What follows belongs to an exercise in optimizing a design on an open flow for small area; a production flow would make more cautious choices.
Only simulation tests tie the RTL to the original design; equivalence was not proved.
No activity file was given, so power comes from the tool's default toggle rates.

<file path="flow/design.v">
package jesd204_tx_pkg;
   typedef logic [31:0] lane_word_t;
   typedef enum logic [1:0] {
      IDLE,
      PRIME,
      RUN
   } src_fifo_state_t;
endpackage
module jesd204_tx_sdpram #(
   parameter int unsigned Lanes = 4,
   parameter int unsigned Depth = 16
) (
   input  logic                       clk_i,
   input  logic                       rst_ni,
   input  logic                       wr_en_i,
   input  logic [$clog2(Depth)-1:0]   wr_addr_i,
   input  jesd204_tx_pkg::lane_word_t [Lanes-1:0]     wr_data_i,
   input  logic                       rd_en_i,
   input  logic [$clog2(Depth)-1:0]   rd_addr_i,
   input  logic                       rd_clr_i,
   output jesd204_tx_pkg::lane_word_t [Lanes-1:0]     rd_data_o
);
   jesd204_tx_pkg::lane_word_t [Lanes-1:0] mem_q [Depth];
   jesd204_tx_pkg::lane_word_t [Lanes-1:0] rd_data_q;
   always_ff @(posedge clk_i) begin
      if (wr_en_i) begin
         mem_q[wr_addr_i] <= wr_data_i;
      end
   end
   always_ff @(posedge clk_i or negedge rst_ni) begin
      if (!rst_ni) begin
         rd_data_q <= '0;
      end else if (rd_clr_i) begin
         rd_data_q <= '0;
      end else if (rd_en_i) begin
         rd_data_q <= mem_q[rd_addr_i];
      end
   end
   assign rd_data_o = rd_data_q;
endmodule
module jesd204_tx_src_fifo #(
   parameter int unsigned LANES  = 4,
   parameter int unsigned DEPTH  = 16,
   parameter int unsigned THRESH = 8
) (
   input  logic                       CLK,
   input  logic                       RST_n,
   input  logic                       S_VALID,
   output logic                       S_READY,
   input  jesd204_tx_pkg::lane_word_t [LANES-1:0]     S_DATA,
   input  logic                       RDY,
   output jesd204_tx_pkg::lane_word_t [LANES-1:0]     DI,
   output logic [$clog2(DEPTH):0]     LEVEL,
   output logic                       UNDERFLOW,
   input  logic                       CLR_ERR
);
   localparam int unsigned AW = $clog2(DEPTH);
   localparam int unsigned PW = AW + 1;
   localparam logic [PW-1:0] THRESH_L = PW'(THRESH);
   jesd204_tx_pkg::src_fifo_state_t state_q, state_d;
   logic [PW-1:0]   wr_ptr_q, wr_ptr_d;
   logic [PW-1:0]   rd_ptr_q, rd_ptr_d;
   logic            underflow_q, underflow_d;
   logic            full, empty, push, wr_en, pop, flush, uf_set;
   logic [PW-1:0]   prime_fill;
   assign full  = (wr_ptr_q[AW] != rd_ptr_q[AW]) && (wr_ptr_q[AW-1:0] == rd_ptr_q[AW-1:0]);
   assign empty = (wr_ptr_q == rd_ptr_q);
   assign S_READY = !full || (state_q == jesd204_tx_pkg::IDLE);
   assign push    = S_VALID && S_READY;
   assign wr_en   = push && !flush;
   assign LEVEL   = wr_ptr_q - rd_ptr_q;
   assign prime_fill = LEVEL + PW'(push);
   always_comb begin
      state_d = state_q;
      pop     = 1'b0;
      flush   = 1'b0;
      uf_set  = 1'b0;
      unique case (state_q)
         jesd204_tx_pkg::IDLE: begin
            flush = 1'b1;
            state_d = jesd204_tx_pkg::PRIME;
         end
         jesd204_tx_pkg::PRIME: begin
            if (prime_fill >= THRESH_L) begin
               state_d = jesd204_tx_pkg::RUN;
            end
         end
         jesd204_tx_pkg::RUN: begin
            if (empty) begin
               uf_set  = 1'b1;
               state_d = jesd204_tx_pkg::PRIME;
            end else begin
               pop = 1'b1;
            end
         end
         default: state_d = jesd204_tx_pkg::IDLE;
      endcase
      if (!RDY) begin
         state_d = jesd204_tx_pkg::IDLE;
         pop     = 1'b0;
         uf_set  = 1'b0;
      end
   end
   always_comb begin
      wr_ptr_d = wr_ptr_q;
      rd_ptr_d = rd_ptr_q;
      if (flush) begin
         rd_ptr_d = wr_ptr_q;
      end else begin
         if (wr_en) begin
            wr_ptr_d = wr_ptr_q + 1'b1;
         end
         if (pop) begin
            rd_ptr_d = rd_ptr_q + 1'b1;
         end
      end
   end
   assign underflow_d = uf_set || (underflow_q && !CLR_ERR);
   always_ff @(posedge CLK or negedge RST_n) begin
      if (!RST_n) begin
         state_q     <= jesd204_tx_pkg::IDLE;
         wr_ptr_q    <= '0;
         rd_ptr_q    <= '0;
         underflow_q <= 1'b0;
      end else begin
         state_q     <= state_d;
         wr_ptr_q    <= wr_ptr_d;
         rd_ptr_q    <= rd_ptr_d;
         underflow_q <= underflow_d;
      end
   end
   assign UNDERFLOW = underflow_q;
   jesd204_tx_sdpram #(
      .Lanes (LANES),
      .Depth (DEPTH)
   ) u_ram (
      .clk_i     (CLK),
      .rst_ni    (RST_n),
      .wr_en_i   (wr_en),
      .wr_addr_i (wr_ptr_q[AW-1:0]),
      .wr_data_i (S_DATA),
      .rd_en_i   (pop),
      .rd_addr_i (rd_ptr_q[AW-1:0]),
      .rd_clr_i  (!pop),
      .rd_data_o (DI)
   );
endmodule
</file>
<file path="flow/run.sh">
#!/bin/bash
# synth_recipe.tcl (not shown) runs the flow's synth.tcl, then flattens the netlist and writes it again
# the make line also repeats each setting of config.mk as NAME=value (left out here)
make -C /OpenROAD-flow-scripts/flow DESIGN_CONFIG=/design/flow/config.mk WORK_HOME=/design/flow/orfs CLKGATE_MAP_FILE= SYNTH_SCRIPT=/design/flow/synth_recipe.tcl finish
</file>
<file path="flow/config.mk">
export PLATFORM = sky130hd
export DESIGN_NAME = jesd204_tx_src_fifo
export DESIGN_NICKNAME = jesd204_tx_src_fifo
export VERILOG_FILES = /design/flow/design.v
export SDC_FILE = /design/flow/constraint.sdc
export NUM_CORES = 4
export LEC_CHECK = 0
export CAP_MARGIN = 20
export CORE_MARGIN = 2
export CORE_UTILIZATION = 40
export SLEW_MARGIN = 20
</file>
<file path="flow/constraint.sdc">
create_clock -name core_clock -period 5.0 [get_ports {CLK}]
set_input_delay 1.0000 -clock core_clock [delete_from_list [all_inputs] [get_ports {CLK}]]
set_output_delay 1.0000 -clock core_clock [all_outputs]
set_load 0.01 [all_outputs]
</file>
==> impl_metrics.py, run 1 <==
metrics = {
    "placement": {
        "portBuffers": 267,
        "pre_cts_slack_ns": 1.23,
        "place_congestion": 0.704,
        "placed_cell_area_sq_mm": 0.0883,
        "dp_hpwl_mm": 92.3,
        "dpl.cell_count": 6084,
    },
    "setup_path": {
        "cp.required_ns": 4.00,
        "end_kind": "primary output",
        "worstSetupPathType": "register to primary output",
        "r2r_start": "wr_ptr_q[3]",
        "worstPathArrival_ns": 3.31,
        "r2r_cells": 6,
        "cp_max_fo": 21,
        "crit_path_top_delay_cell": "dfrtp_4",
        "startpoint_type": "register",
        "cp_cell_sequence": "ha_1, inv_1, fa_1, nand3_1, a21oi_1, nor2_1, clkdlybuf4s50_1",
        "rrSetupSlack_ns": 1.41,
        "cpPeakStageDelay_ns": 0.75,
        "r2r_end": "u_ram.mem_q[2][61]",
    },
    "finish": {
        "drive_above_1_share": 0.275,
        "final_area_sq_mm": 0.0955,
        "seqCellArea_sq_mm": 0.0650,
        "num-fill-cells": 16400,
        "final_cells": 6500,
        "syn2layout_area_growth_pct": 16.7,
        "fin_util": 0.471,
        "final_nets": 3777,
        "multiInputGateArea_sq_mm": 0.0160,
    },
    "clock_network": {
        "cts-hold-fix-buffers": 0,
        "clkLatencyLatePin_ns": 0.83,
        "cts_made_buffers": 218,
        "cts_tree": "yes",
        "htree_num_levels": 4,
        "cts_root_buf": "clkbuf_16",
        "postCtsSetupBuffers": 0,
        "clock_path_buffers": 3,
        "cts.sinks": 2189,
        "ctsResizeCount": 0,
        "clk_pin_slew_ns": 0.06,
    },
    "sta": {
        "finalCritPeriodShare": 0.861,
        "worst_slew_pin_slew_ns": 1.05,
        "finalHoldViolations": 0,
        "rsz0062_at_grt": "no",
        "skew_ns": 0.0289,
        "fmax_mhz": 232,
        "fin_crit_ns": 4.31,
        "finalSetupViolCount": 0,
        "slew_viol_final": 0,
        "relSlewSlack": 0.300,
        "setup_ws_ns": 0.693,
    },
    "grt": {
        "grt_pass1_vias": 37500,
        "grt.total_usage": 0.181,
        "grt_first_pass_wirelength_mm": 273,
        "antenna_found_initial": 35,
        "grt_max_degree": 150,
        "overflow": 0,
    },
    "logic_synthesis": {
        "synth_area_sq_mm": 0.0818,
        "avgSynthCellArea_sq_um": 25.4,
        "synth-edff-count": 2048,
        "yosys.area.top_type": "edfxtp_1",
        "synth_nets": 3369,
        "synth.distinct_cells": 34,
        "ys_ff_latch": 2189,
        "yosysSeqAreaShare": 0.795,
        "netlist_instances": 3224,
        "async_reset_ff_frac": 0.0644,
        "yosys-top-cells-area": "edfxtp_1 (75%), mux4_2 (18%), dfrtp_1 (4.3%), and2_1 (0.99%), clkbuf_1 (0.32%)",
        "synthFlopType": "edfxtp_1",
        "yosysTopAreaCellShare": 0.752,
        "yosysWarnings": 2,
    },
    "route": {
        "viasPerCell": 5.49,
        "dr.pass1.iters": 5,
        "route.detailed.drc": 0,
        "via_count": 35700,
        "wl_mm": 189,
        "wl_per_cell_um": 29.0,
        "antenna_left": 0,
        "drtIter0Drc": 3308,
    },
    "die": {
        "ios": 268,
        "core_area_sq_mm": 0.203,
        "rows": 165,
        "initial_core_util": 0.403,
        "chipWidth_um": 456,
        "die_area_sq_mm": 0.208,
        "die-height_um": 456,
    },
    "run": {
        "timing.max_cap.violations": 0,
    },
    "worst_hold_path": {
        "hold_path.class": "primary input to asynchronous set/reset pin",
    },
    "power_and_ir_drop": {
        "peakVddDrop_v": 0.000425,
        "leakage_nw": 30.2,
        "powerDensity_mw_per_mm2": 524,
    },
    "status": {
        "status": "no timing/DRC/antenna violations",
    },
}
worst max path at each step:
| stage | from | to | cells past startpoint |
|---|---|---|---|
| floorplan | rd_ptr_q[2] | u_ram.mem_q[12][0] | 8 |
| global placement | S_VALID | u_ram.mem_q[2][61] | 6 |
| detailed placement | S_VALID | u_ram.mem_q[2][61] | 6 |
| CTS | rd_ptr_q[0] | LEVEL[4] | 7 |
| global route | rd_ptr_q[0] | LEVEL[4] | 7 |
| finish | rd_ptr_q[0] | LEVEL[4] | 7 |
cells by family (layout without fill, tap and decap cells):
family / after synthesis / in the layout / share of synthesized area
flip-flops: 2189 / 2189 / 0.795
multiplexers: 640 / 640 / 0.176
AND/OR/NAND/NOR: 182 / 182 / 0.0130
buffers and inverters: 169 / 768 / 0.0112
AO/OA/AOI/OAI: 19 / 19 / 0.00133
XOR/XNOR: 13 / 13 / 0.00139
adder cells (fa/ha/maj): 12 / 12 / 0.00193
other: 0 / 5 / 0
metal layers:
layer / routed length [um] / global-route usage
met5: 185 / 0
met4: 3880 / 0.0449
met3: 10700 / 0.0346
met2: 91300 / 0.287
met1: 82500 / 0.260
power by group:
part           internal (mW)  leakage [nW]  switching (mW)  total, mW
combinational           6.24          6.38            5.84       12.1
clock                   9.53          3.48            6.75       16.3
sequential              21.2          20.4           0.485       21.7
total                   36.9          30.2            13.1       50.0
worst max-delay path, delay by kind of cell, from the launching register on:
family	cells	cell delay (ns)
compound gates	1	0.09
fa+ha+maj	2	0.64
buf+inv	2	0.63
flops	1	0.75
simple gates	2	0.35
through the flow:
step,TNS [ns],power (mW),hold WS (ns)
after floorplan,-565.44,30.9,0.521
after global placement,0,34.3,0.537
after detailed placement,0,34.4,0.552
after CTS,0,50.7,0.197
after global routing,0,52.0,0.222
final,0,50.0,0.218
state kept, by name, indices dropped and copies added, names as in the netlist:
signal	cells
underflow_q	1
u_ram.mem_q	2048
rd_ptr_q	5
u_ram.rd_data_q	128
state_q	2
wr_ptr_q	5
area by class of cell:
class                   instances  share of cell area
clock inverters               101              0.0108
multi-input cells             866               0.168
inverters                      10            0.000655
repair buffers                347              0.0402
clock buffers                 310              0.0642
diodes                          5            0.000131
well taps                    2672              0.0350
flip-flops and latches       2189               0.681
Yosys cell counts, types with 4 or more instances:
master,count
edfxtp_1,2048
mux4_2,639
dfrtp_1,141
and2_1,129
clkbuf_1,70
buf_4,30
buf_1,22
buf_6,20
nor2_1,18
buf_2,17
a21oi_1,11
ha_1,11
nand2_1,11
xnor2_1,10
inv_1,9
nand2b_1,4
nand4_1,4
nor3_1,4
cells in the final DEF, fill, tap and decap left out, types with 20 or more instances in the layout:
master           netlist  routed
edfxtp_1            2048    2048
mux4_2               639     639
clkdlybuf4s50_1        0     266
clkbuf_16              0     225
dfrtp_1              141     138
and2_1               129     129
clkbuf_1              70      67
buf_12                 0      45
clkinv_1               1      40
buf_4                 30      35
clkinv_2               0      25
bufinv_16              0      20
==> inputs of run 2 (changes only) <==
--- a/flow/design.v
+++ b/flow/design.v
@@ -11,32 +11,25 @@
    parameter int unsigned Depth = 16
 ) (
    input  logic                       clk_i,
-   input  logic                       rst_ni,
-   input  logic                       wr_en_i,
-   input  logic [$clog2(Depth)-1:0]   wr_addr_i,
+   input  logic [Depth-1:0]           wr_row_i,
    input  jesd204_tx_pkg::lane_word_t [Lanes-1:0]     wr_data_i,
-   input  logic                       rd_en_i,
-   input  logic [$clog2(Depth)-1:0]   rd_addr_i,
-   input  logic                       rd_clr_i,
+   input  logic [Depth-1:0]           rd_row_i,
    output jesd204_tx_pkg::lane_word_t [Lanes-1:0]     rd_data_o
 );
    jesd204_tx_pkg::lane_word_t [Lanes-1:0] mem_q [Depth];
-   jesd204_tx_pkg::lane_word_t [Lanes-1:0] rd_data_q;
-   always_ff @(posedge clk_i) begin
-      if (wr_en_i) begin
-         mem_q[wr_addr_i] <= wr_data_i;
+   for (genvar i = 0; i < Depth; i++) begin : g_row
+      always_ff @(posedge clk_i) begin
+         if (wr_row_i[i]) begin
+            mem_q[i] <= wr_data_i;
+         end
       end
    end
-   always_ff @(posedge clk_i or negedge rst_ni) begin
-      if (!rst_ni) begin
-         rd_data_q <= '0;
-      end else if (rd_clr_i) begin
-         rd_data_q <= '0;
-      end else if (rd_en_i) begin
-         rd_data_q <= mem_q[rd_addr_i];
+   always_comb begin
+      rd_data_o = '0;
+      for (int i = 0; i < Depth; i++) begin
+         rd_data_o = rd_data_o | ({(Lanes*32){rd_row_i[i]}} & mem_q[i]);
       end
    end
-   assign rd_data_o = rd_data_q;
 endmodule
 module jesd204_tx_src_fifo #(
    parameter int unsigned LANES  = 4,
@@ -61,8 +54,10 @@
    logic [PW-1:0]   wr_ptr_q, wr_ptr_d;
    logic [PW-1:0]   rd_ptr_q, rd_ptr_d;
    logic            underflow_q, underflow_d;
+   logic [DEPTH-1:0] rd_row_q;
    logic            full, empty, push, wr_en, pop, flush, uf_set;
    logic [PW-1:0]   prime_fill;
+   logic [DEPTH-1:0] wr_row, rd_row;
    assign full  = (wr_ptr_q[AW] != rd_ptr_q[AW]) && (wr_ptr_q[AW-1:0] == rd_ptr_q[AW-1:0]);
    assign empty = (wr_ptr_q == rd_ptr_q);
    assign S_READY = !full || (state_q == jesd204_tx_pkg::IDLE);
@@ -122,26 +117,28 @@
          wr_ptr_q    <= '0;
          rd_ptr_q    <= '0;
          underflow_q <= 1'b0;
+         rd_row_q    <= '0;
       end else begin
          state_q     <= state_d;
          wr_ptr_q    <= wr_ptr_d;
          rd_ptr_q    <= rd_ptr_d;
          underflow_q <= underflow_d;
+         rd_row_q    <= rd_row;
       end
    end
    assign UNDERFLOW = underflow_q;
+   for (genvar i = 0; i < DEPTH; i++) begin : g_dec
+      assign wr_row[i] = wr_en && (wr_ptr_q[AW-1:0] == AW'(i));
+      assign rd_row[i] = pop && (rd_ptr_q[AW-1:0] == AW'(i));
+   end
    jesd204_tx_sdpram #(
       .Lanes (LANES),
       .Depth (DEPTH)
    ) u_ram (
       .clk_i     (CLK),
-      .rst_ni    (RST_n),
-      .wr_en_i   (wr_en),
-      .wr_addr_i (wr_ptr_q[AW-1:0]),
+      .wr_row_i  (wr_row),
       .wr_data_i (S_DATA),
-      .rd_en_i   (pop),
-      .rd_addr_i (rd_ptr_q[AW-1:0]),
-      .rd_clr_i  (!pop),
+      .rd_row_i  (rd_row_q),
       .rd_data_o (DI)
    );
 endmodule
--- a/flow/config.mk
+++ b/flow/config.mk
@@ -5,7 +5,10 @@
 export SDC_FILE = /design/flow/constraint.sdc
 export NUM_CORES = 4
 export LEC_CHECK = 0
-export CAP_MARGIN = 20
+export CAP_MARGIN = 0
 export CORE_MARGIN = 2
-export CORE_UTILIZATION = 40
-export SLEW_MARGIN = 20
+export CORE_UTILIZATION = 60
+export CTS_BUF_LIST = sky130_fd_sc_hd__clkbuf_16
+export CTS_CLUSTER_DIAMETER = 60
+export CTS_CLUSTER_SIZE = 24
+export SLEW_MARGIN = 0
==> run 2 against run 1 <==
  * Sequential power fell by 6%
  * First-iteration DRC count rose by 53%
  * Wire length rose by 8.2%
  * Critical path type unchanged
==> impl_metrics.py, run 2 <==
metrics = {
    "status": {
        "status": "no timing/DRC/antenna violations",
    },
    "die": {
        "die_area_sq_mm": 0.126,
        "initial_core_util": 0.604,
        "rows": 128,
        "core_area_sq_mm": 0.122,
        "ios": 268,
        "chipWidth_um": 354,
        "die-height_um": 354,
    },
    "finish": {
        "largest-register": "u_ram.mem_q",
        "final_cells": 5615,
        "fin_util": 0.688,
        "largest_register_ffs": 2048,
        "num-fill-cells": 7653,
        "final_cell_mix": "edfxtp_1 (2048), a22o_1 (512), a221oi_1 (512), clkdlybuf4s50_1 (267), clkbuf_16 (143)",
        "reg_top3": "u_ram.mem_q (2048), rd_row_q (16)",
        "seqCellArea_sq_mm": 0.0623,
        "multiInputGateArea_sq_mm": 0.0107,
        "final_nets": 4036,
        "drive_above_1_share": 0.0941,
        "final_common_cell": "edfxtp_1",
        "syn2layout_area_growth_pct": 13.9,
    },
    "placement": {
        "portBuffers": 267,
        "dpl.cell_count": 5371,
        "place_congestion": 0.781,
        "dp_hpwl_mm": 102,
    },
    "sta": {
        "worst_slew_pin_slew_ns": 1.21,
        "fin_crit_ns": 4.73,
        "finalSetupViolCount": 0,
        "rsz0062_at_grt": "no",
        "slew_viol_final": 0,
        "fmax_mhz": 211,
        "finalHoldViolations": 0,
        "skew_ns": 0.0193,
        "relSlewSlack": 0.195,
        "finalCritPeriodShare": 0.946,
    },
    "setup_path": {
        "startpoint_type": "register",
        "cp.required_ns": 4.00,
        "worstSetupPathType": "register to primary output",
        "worstPathArrival_ns": 3.73,
        "end_kind": "primary output",
        "cp_max_fo": 56,
    },
    "clock_network": {
        "htree_num_levels": 4,
        "postCtsSetupBuffers": 0,
        "cts.sinks": 2077,
        "cts_made_buffers": 140,
        "cts_tree": "yes",
        "cts-hold-fix-buffers": 0,
        "ctsResizeCount": 0,
        "clock_path_buffers": 3,
        "cts_root_buf": "clkbuf_16",
        "clk_pin_slew_ns": 0.09,
        "clkLatencyLatePin_ns": 0.76,
    },
    "grt": {
        "grt_first_pass_wirelength_mm": 289,
        "grt_max_degree": 91,
        "grt.total_usage": 0.323,
        "grt_pass1_vias": 40500,
        "overflow": 0,
        "antenna_found_initial": 14,
    },
    "worst_hold_path": {
        "hold_path.class": "register to register",
    },
    "logic_synthesis": {
        "yosys-top-cells-area": "edfxtp_1 (83%), a221oi_1 (6.1%), a22o_1 (6.1%), nand4_1 (1.1%), clkbuf_1 (1.0%)",
        "synth_area_sq_mm": 0.0737,
        "async_reset_ff_frac": 0.0140,
        "yosysWarnings": 3,
        "yosysTopAreaCellShare": 0.835,
        "synthTopCellsByCount": "edfxtp_1 (2048), a221oi_1 (512), a22o_1 (512), clkbuf_1 (204), nand4_1 (131)",
        "yosysSeqAreaShare": 0.845,
        "synth.distinct_cells": 36,
        "synth_nets": 3736,
        "netlist_instances": 3588,
        "synth_most_common_cell": "edfxtp_1",
        "synth-edff-count": 2048,
        "ys_ff_latch": 2077,
        "yosys.area.top_type": "edfxtp_1",
        "avgSynthCellArea_sq_um": 20.5,
        "synthFlopType": "edfxtp_1",
    },
    "power_and_ir_drop": {
        "powerDensity_mw_per_mm2": 419,
        "peakVddDrop_v": 0.000342,
        "leakage_nw": 26.0,
    },
    "route": {
        "viasPerCell": 7.16,
        "route.detailed.drc": 0,
        "antenna_left": 0,
        "dr.pass1.iters": 5,
        "wl_mm": 204,
        "wl_per_cell_um": 36.3,
        "via_count": 40200,
        "drtIter0Drc": 5049,
    },
    "run": {
        "timing.max_cap.violations": 0,
    },
}
run 2: changes by cell type after synthesis, moves of 127 or more:
cell | before | now
a221oi_1 | 0 | 512
and2_1 | 129 | 2
nand4_1 | 4 | 131
a22o_1 | 0 | 512
clkbuf_1 | 70 | 204
mux4_2 | 639 | 0
run 2: worst paths after layout:
kind                        startpoint              endpoint  slack (ns)  cells past startpoint
max                        rd_row_q[1]                DI[38]        0.27                      5
min                        underflow_q           underflow_q        0.54                      2
max reg2reg                wr_ptr_q[3]  u_ram.mem_q[13][102]        1.32                      6
min reg2reg                underflow_q           underflow_q        0.54                      2
max in group asynchronous        RST_n           rd_row_q[2]        3.41                      1
min in group asynchronous        RST_n           rd_ptr_q[1]        0.81                      1
run 2: logic make-up (layout without fill, tap and decap cells):
kind of cell / count (synthesis) / in the layout / synth area share
XOR/XNOR: 12 / 12 / 0.00143
AO/OA/AOI/OAI: 1043 / 1043 / 0.123
AND/OR/NAND/NOR: 201 / 201 / 0.0156
buffers and inverters: 240 / 636 / 0.0123
flip-flops: 2077 / 2077 / 0.845
other: 0 / 6 / 0
adder cells (fa/ha/maj): 15 / 15 / 0.00265
run 2: layout make-up:
class                   count  area share
diodes                      6    0.000179
clock buffers             143      0.0427
clock inverters            95      0.0105
inverters                  11    0.000552
multi-input cells        1271       0.128
flip-flops and latches   2077       0.742
well taps                1625      0.0242
repair buffers            387      0.0515
run 2: critical path, cell delays in order (launching register included):
cell	delay [ns]
dfrtp_4	1.20
buf_4	0.46
a22o_1	0.21
a221oi_1	0.05
nand4_1	0.37
clkdlybuf4s50_1	0.62
run 2: report_power, final:
group          total (mW)  internal (mW)  switching [mW]
combinational        3.09           1.09            2.00
sequential           20.5           20.1           0.393
clock                11.6           5.88            5.72
total                35.2           27.1            8.11
run 2: metrics by stage:
stage | hold slack (ns) | setup slack [ns] | power [mW] | setup TNS, ns | instance area (sq um)
floorplan | 0.521 | -0.374 | 22.2 | -403.82 | 73800
global placement | 0.522 | 1.10 | 23.9 | 0 | 79400
detailed placement | 0.538 | 1.10 | 24.0 | 0 | 79400
CTS | 0.546 | 0.237 | 35.3 | 0 | 83900
global route | 0.575 | 0.155 | 36.2 | 0 | 83900
finish | 0.542 | 0.271 | 35.2 | 0 | 83900
run 2: layer usage:
metal  GRT usage  part of all wire  wire, um
met1       0.458              0.39     79500
met2       0.539              0.50    102000
met3      0.0495             0.090     18300
met4      0.0777             0.022      4400
met5           0           0.00073       149
==> inputs of run 3 (changes only) <==
--- a/flow/config.mk
+++ b/flow/config.mk
@@ -8,7 +8,7 @@
 export CAP_MARGIN = 0
 export CORE_MARGIN = 2
 export CORE_UTILIZATION = 60
-export CTS_BUF_LIST = sky130_fd_sc_hd__clkbuf_16
-export CTS_CLUSTER_DIAMETER = 60
-export CTS_CLUSTER_SIZE = 24
+export CTS_BUF_LIST = sky130_fd_sc_hd__clkbuf_8
+export CTS_CLUSTER_DIAMETER = 40
+export CTS_CLUSTER_SIZE = 14
 export SLEW_MARGIN = 0
==> run 3 against run 2 <==
  * Highest routed layer unchanged
  * Maximum frequency down 3.0%
  * Critical endpoint unchanged
  * Critical path depth unchanged
  * Area after synthesis unchanged
==> impl_metrics.py, run 3 <==
metrics = {
    "status": {
        "status": "no timing/DRC/antenna violations",
    },
    "sta": {
        "finalCritPeriodShare": 0.975,
        "rsz0062_at_grt": "no",
        "skew_ns": 0.0443,
        "slew_viol_final": 0,
        "worst_slew_pin_slew_ns": 1.22,
        "fin_crit_ns": 4.88,
        "setup_ws_ns": 0.125,
        "finalHoldViolations": 0,
        "finalSetupViolCount": 0,
        "finalSetupTns_ns": 0,
        "fmax_mhz": 205,
        "relSlewSlack": 0.185,
    },
    "grt": {
        "use_met1": 0.459,
        "use_met2": 0.538,
        "grt_first_pass_wirelength_mm": 292,
        "antenna_found_initial": 17,
        "grt_max_degree": 91,
        "grt.total_usage": 0.327,
        "overflow": 0,
        "grt_pass1_vias": 41000,
        "gr-usage-met3": 0.0566,
        "busiest_layer": "met2",
    },
    "placement": {
        "dp_hpwl_mm": 102,
        "placed_cell_area_sq_mm": 0.0794,
        "portBuffers": 267,
        "pre_cts_slack_ns": 1.10,
        "place_congestion": 0.781,
    },
    "route": {
        "via_count": 40800,
        "antenna_left": 0,
        "viasPerCell": 7.08,
        "wl_per_cell_um": 35.8,
        "drtIter0Drc": 5007,
        "wl_mm": 206,
        "route.detailed.drc": 0,
        "dr.pass1.iters": 6,
    },
    "power_and_ir_drop": {
        "total_power_mw": 35.3,
        "peakVddDrop_v": 0.000294,
        "powerDensity_mw_per_mm2": 419,
        "p_int_mw": 26.9,
        "combPwrFrac": 0.088,
        "seqPwrFrac": 0.581,
        "clock_power_share": 0.332,
        "power_switching_mw": 8.42,
        "switching_share": 0.238,
        "leakage_nw": 26.2,
    },
    "clock_network": {
        "cts-hold-fix-buffers": 0,
        "ctsResizeCount": 0,
        "cts_root_buf": "clkbuf_8",
        "clk_pin_slew_ns": 0.08,
        "clkLatencyLatePin_ns": 0.96,
        "htree_num_levels": 4,
        "cts_made_buffers": 211,
        "clock_path_buffers": 3,
        "postCtsSetupBuffers": 0,
        "cts_tree": "yes",
        "cts.sinks": 2077,
    },
    "finish": {
        "fin_util": 0.690,
        "final_nets": 4107,
        "num-fill-cells": 7648,
        "reg_top3": "u_ram.mem_q (2048), rd_row_q (16)",
        "final_cell_mix": "edfxtp_1 (2048), a22o_1 (512), a221oi_1 (512), clkdlybuf4s50_1 (267), clkbuf_8 (221)",
        "final_common_cell": "edfxtp_1",
        "drive_above_1_share": 0.121,
        "final_area_sq_mm": 0.0842,
        "syn2layout_area_growth_pct": 14.2,
        "largest_register_ffs": 2048,
        "largest-register": "u_ram.mem_q",
    },
    "setup_path": {
        "r2r_cells": 6,
        "cp_max_fo": 56,
        "cp_cell_sequence": "buf_4, a22o_1, a221oi_1, nand4_1, clkdlybuf4s50_1",
        "crit_family": "flip-flops",
        "cpPeakStageDelay_ns": 1.20,
        "endpoint": "DI[38]",
        "worstSetupPathType": "register to primary output",
        "crit_start": "rd_row_q[1]",
        "crit_path_top_delay_cell": "dfrtp_4",
        "r2r_start": "wr_ptr_q[3]",
        "cp.required_ns": 4.00,
        "end_kind": "primary output",
        "crit_buf_inv": 2,
        "worstPathArrival_ns": 3.88,
        "startpoint_type": "register",
        "r2r_end": "u_ram.mem_q[6][117]",
        "rrSetupSlack_ns": 1.28,
        "critical_path_depth": 5,
    },
    "die": {
        "core_area_sq_mm": 0.122,
        "initial_core_util": 0.604,
        "chipWidth_um": 354,
        "die_area_sq_mm": 0.126,
        "die-height_um": 354,
        "rows": 128,
        "ios": 268,
    },
    "logic_synthesis": {
        "async_reset_ff_frac": 0.0140,
        "synthFlopType": "edfxtp_1",
        "netlist_instances": 3588,
        "yosysWarnings": 3,
        "synth_most_common_cell": "edfxtp_1",
        "synth.distinct_cells": 36,
        "synth-edff-count": 2048,
        "synth_area_sq_mm": 0.0737,
        "yosys.area.top_type": "edfxtp_1",
        "yosysSeqAreaShare": 0.845,
        "avgSynthCellArea_sq_um": 20.5,
        "yosysTopAreaCellShare": 0.835,
        "ys_ff_latch": 2077,
        "synthTopCellsByCount": "edfxtp_1 (2048), a221oi_1 (512), a22o_1 (512), clkbuf_1 (204), nand4_1 (131)",
        "synth_nets": 3736,
        "yosys-top-cells-area": "edfxtp_1 (83%), a221oi_1 (6.1%), a22o_1 (6.1%), nand4_1 (1.1%), clkbuf_1 (1.0%)",
    },
    "run": {
        "timing.max_cap.violations": 0,
    },
    "worst_hold_path": {
        "hold_path.class": "register to register",
    },
}
[run 3: cell counts after synthesis]
No cell type changed its count.
[run 3: worst min path at each step]
stage / startpoint / cells after the start / endpoint / slack (ns)
4_1_cts: CLR_ERR / 2 / underflow_q / 0.52
3_5_place_dp: underflow_q / 2 / underflow_q / 0.54
2_1_floorplan: wr_ptr_q[4] / 1 / wr_ptr_q[4] / 0.52
6_report: underflow_q / 2 / underflow_q / 0.54
5_1_grt: underflow_q / 2 / underflow_q / 0.58
3_3_place_gp: underflow_q / 2 / underflow_q / 0.52
[run 3: final cells by class]
type	count	area (sq um)	share of cell area
Tap cell	1625	2030	0.0242
Sequential cell	2077	62300	0.740
Antenna cell	7	17.5	0.000208
Clock inverter	160	1680	0.0199
Timing Repair Buffer	387	4320	0.0514
Clock buffer	221	3040	0.0361
Multi-Input combinational cell	1271	10700	0.127
Inverter	11	46.3	0.000550
[run 3: logic make-up (layout without fill, tap and decap cells)]
family          after synthesis  count (layout)  synth area share
fa+ha+maj                    15              15           0.00265
simple gates                201             201            0.0156
other cells                   0               7                 0
buf+inv                     240             779            0.0123
compound gates             1043            1043             0.123
flops                      2077            2077             0.845
xor+xnor                     12              12           0.00143
[run 3: metal layers]
metal	wire [um]	vias to the layer above
met2	102000	2330
met1	80800	21600
met3	18800	359
li1	-	16400
met4	4880	22
met5	142	-
[run 3: per-stage QoR]
step           hold slack (ns)  cells
6_report                 0.543   5759
5_1_grt                  0.575   5757
4_1_cts                  0.517   5752
3_5_place_dp             0.538   5371
3_3_place_gp             0.522   5371
2_1_floorplan            0.521   3588
[run 3: worst reg2reg max path, stage by stage (launching register included)]
cell and delay [ns]:
dfrtp_1 0.84, ha_4 0.33, and4_1 0.29, a21oi_4 0.40, nand2_1 0.34, nor2_4 0.57, buf_4 0.56
[run 3: power by group through the flow]
stage / Clock (mW) / Combinational [mW] / Sequential, mW
final: 11.7 / 3.09 / 20.5
after global routing: 12.5 / 3.27 / 20.6
after CTS: 11.9 / 3.11 / 20.5
after detailed placement: 0 / 3.09 / 20.9
after global placement: 0 / 3.05 / 20.8
after floorplan: 0 / 1.41 / 20.8
==> inputs of run 4 (changes only) <==
==> flow/config.mk (replaced) <==
export PLATFORM = sky130hd
export DESIGN_NAME = jesd204_tx_src_fifo
export DESIGN_NICKNAME = jesd204_tx_src_fifo
export VERILOG_FILES = /design/flow/design.v
export SDC_FILE = /design/flow/constraint.sdc
export NUM_CORES = 4
export LEC_CHECK = 0
export CAP_MARGIN = 20
export CORE_MARGIN = 2
export CORE_UTILIZATION = 40
export SLEW_MARGIN = 20
==> run 4 against run 3 <==
  * Register-to-register slack about the same
  * Cell count increased by 15%
  * Critical path depth unchanged
  * Worst setup slack improved by 0.32 ns
  * Worst hold slack got worse by 0.36 ns
  * Via count decreased by 1.2%
  * Power increased by 8.3%
  * Clock power increased by 24%
  * Sequential cell count unchanged
==> impl_metrics.py, run 4 <==
metrics = {
    "grt": {
        "grt_pass1_vias": 40000,
        "grt_max_degree": 107,
        "antenna_found_initial": 26,
        "overflow": 0,
        "grt.total_usage": 0.226,
        "grt_first_pass_wirelength_mm": 303,
    },
    "worst_hold_path": {
        "hold_path.class": "primary input to asynchronous set/reset pin",
    },
    "finish": {
        "final_cell_mix": "edfxtp_1 (2048), a22o_1 (512), a221oi_1 (512), clkdlybuf4s50_1 (266), clkbuf_16 (201)",
        "fin_util": 0.475,
        "reg_top3": "u_ram.mem_q (2048), rd_row_q (16)",
        "syn2layout_area_growth_pct": 18.1,
        "largest_register_ffs": 2048,
        "largest-register": "u_ram.mem_q",
        "seqCellArea_sq_mm": 0.0623,
        "multiInputGateArea_sq_mm": 0.0107,
        "final_cells": 6611,
        "final_common_cell": "edfxtp_1",
        "drive_above_1_share": 0.112,
        "final_nets": 4125,
        "final_area_sq_mm": 0.0870,
        "num-fill-cells": 15200,
    },
    "power_and_ir_drop": {
        "switching_share": 0.235,
        "power_switching_mw": 8.99,
        "seqPwrFrac": 0.535,
        "clock_power_share": 0.379,
        "peakVddDrop_v": 0.000317,
        "leakage_nw": 27.0,
        "total_power_mw": 38.2,
        "p_int_mw": 29.2,
        "powerDensity_mw_per_mm2": 440,
        "combPwrFrac": 0.085,
    },
    "sta": {
        "skew_ns": 0.0535,
        "finalCritPeriodShare": 0.912,
        "rsz0062_at_grt": "no",
        "fmax_mhz": 219,
        "holdWs_ns": 0.185,
        "relSlewSlack": 0.287,
        "finalSetupTns_ns": 0,
        "finalHoldViolations": 0,
        "setup_ws_ns": 0.440,
        "worst_slew_pin_slew_ns": 1.07,
        "fin_crit_ns": 4.56,
        "finalSetupViolCount": 0,
        "slew_viol_final": 0,
    },
    "logic_synthesis": {
        "synth_most_common_cell": "edfxtp_1",
        "yosys-top-cells-area": "edfxtp_1 (83%), a221oi_1 (6.1%), a22o_1 (6.1%), nand4_1 (1.1%), clkbuf_1 (1.0%)",
        "avgSynthCellArea_sq_um": 20.5,
        "yosysTopAreaCellShare": 0.835,
        "async_reset_ff_frac": 0.0140,
        "ys_ff_latch": 2077,
        "synth_fa_ha_area_frac": 0.00265,
        "synth-simple-area-share": 0.0156,
        "yosys.area.top_type": "edfxtp_1",
        "synth_compound_area_frac": 0.123,
        "synthXorXnorAreaFrac": 0.00143,
        "synthFlopType": "edfxtp_1",
        "netlist_instances": 3588,
        "synthTopCellsByCount": "edfxtp_1 (2048), a221oi_1 (512), a22o_1 (512), clkbuf_1 (204), nand4_1 (131)",
        "synth_top_family_by_area": "compound AO/OA/AOI/OAI gates",
        "synth_nets": 3736,
        "yosysSeqAreaShare": 0.845,
        "yosysWarnings": 3,
        "synth_area_sq_mm": 0.0737,
        "synthMuxAreaShare": 0,
        "synth.distinct_cells": 36,
        "synth-edff-count": 2048,
    },
    "clock_network": {
        "postCtsSetupBuffers": 0,
        "clkLatencyLatePin_ns": 0.86,
        "cts.sinks": 2077,
        "cts_tree": "yes",
        "cts_made_buffers": 201,
        "clk_pin_slew_ns": 0.06,
        "cts_root_buf": "clkbuf_16",
        "ctsResizeCount": 0,
        "htree_num_levels": 4,
        "cts-hold-fix-buffers": 0,
        "clock_path_buffers": 3,
    },
    "setup_path": {
        "r2r_end": "u_ram.mem_q[5][37]",
        "crit_start": "rd_row_q[4]",
        "crit_buf_inv": 2,
        "startpoint_type": "register",
        "cpPeakStageDelay_ns": 0.79,
        "cp.required_ns": 4.00,
        "cp_max_fo": 40,
        "cp_cell_sequence": "buf_12, a22o_1, a221oi_1, nand4_1, clkdlybuf4s50_1",
        "worstSetupPathType": "register to primary output",
        "endpoint": "DI[93]",
        "crit_family": "buffers and inverters",
        "worstPathArrival_ns": 3.56,
        "critical_path_depth": 5,
        "rrSetupSlack_ns": 1.27,
        "end_kind": "primary output",
        "r2r_cells": 6,
        "crit_path_top_delay_cell": "dfrtp_4",
        "r2r_start": "wr_ptr_q[3]",
    },
    "status": {
        "status": "no timing/DRC/antenna violations",
    },
    "die": {
        "rows": 157,
        "core_area_sq_mm": 0.183,
        "chipWidth_um": 433,
        "ios": 268,
        "die-height_um": 433,
        "initial_core_util": 0.402,
        "die_area_sq_mm": 0.188,
    },
    "placement": {
        "place_congestion": 0.755,
        "placed_cell_area_sq_mm": 0.0807,
        "dpl.cell_count": 6238,
        "portBuffers": 267,
        "dp_hpwl_mm": 112,
        "pre_cts_slack_ns": 0.997,
    },
    "route": {
        "wl_per_cell_um": 32.6,
        "antenna_left": 0,
        "route.detailed.drc": 0,
        "dr.pass1.iters": 6,
        "drtIter0Drc": 4791,
        "viasPerCell": 6.09,
        "wl_mm": 216,
        "via_count": 40300,
    },
    "run": {
        "timing.max_cap.violations": 0,
    },
}
## run 4: worst register-to-register path, stage by stage, from the launching register on
cell,delay (ns)
dfrtp_1,0.81
ha_4,0.32
and4_1,0.29
a21oi_4,0.40
nand2_1,0.34
nor2_4,0.91
buf_4,0.39
## run 4: layout make-up
| class | instances | share of cell area |
|---|---|---|
| repair buffers | 415 | 0.0525 |
| clock buffers | 254 | 0.0606 |
| multi-input cells | 1271 | 0.123 |
| diodes | 7 | 0.000201 |
| clock inverters | 112 | 0.0114 |
| well taps | 2464 | 0.0354 |
| inverters | 11 | 0.000561 |
| flip-flops and latches | 2077 | 0.716 |
## run 4: power by group through the flow
stage          combinational, mW  sequential [mW]  clock (mW)
2_1_floorplan               1.41             20.8           0
6_report                    3.27             20.5        14.5
4_1_cts                     3.32             20.5        14.7
3_5_place_dp                3.30             20.8           0
3_3_place_gp                3.28             20.8           0
5_1_grt                     3.46             20.5        15.4
## run 4: kinds of logic after synthesis
family	count (synthesis)
flops	2077
fa+ha+maj	15
buf+inv	240
xor+xnor	12
compound gates	1043
simple gates	201
## run 4: layer usage
metal,routed length [um],global-route usage
met2,108000,0.380
met1,87300,0.307
met3,16000,0.0389
met4,4580,0.0584
met5,149,0
## run 4: worst min path at each step
stage	startpoint	to
finish	RST_n	underflow_q
global route	RST_n	rd_ptr_q[3]
CTS	RST_n	underflow_q
global placement	underflow_q	underflow_q
floorplan	wr_ptr_q[4]	wr_ptr_q[4]
detailed placement	underflow_q	underflow_q

-- separate check: timing with driven ports --
Ports are ideal in the flow. The routed layouts listed here were re-timed in OpenROAD.
Step 1, drivers: a clkbuf_16 drives CLK and a buf_2 each remaining input, both assumed.
Step 2 also shifts input and output timing later by t, the mid clock arrival at the registers, as if the neighbouring blocks saw the same clock.
Three values: no drivers, after step 1, after step 2; two values: the first two.
run	t, ns	slack for setup (ns)	worst data-port slew with drivers (ns)	pins driven straight from the clock port
run 1	0.905	0.693 / 0.611 / 1.187	0.19	1
run 2	0.835	0.271 / 0.188 / 1.023	0.18	1
run 3	1.016	0.125 / 0.049 / 1.065	0.16	1
run 4	0.911	0.440 / 0.360 / 1.048	0.18	1
After both steps setup and hold are still met in every run listed.
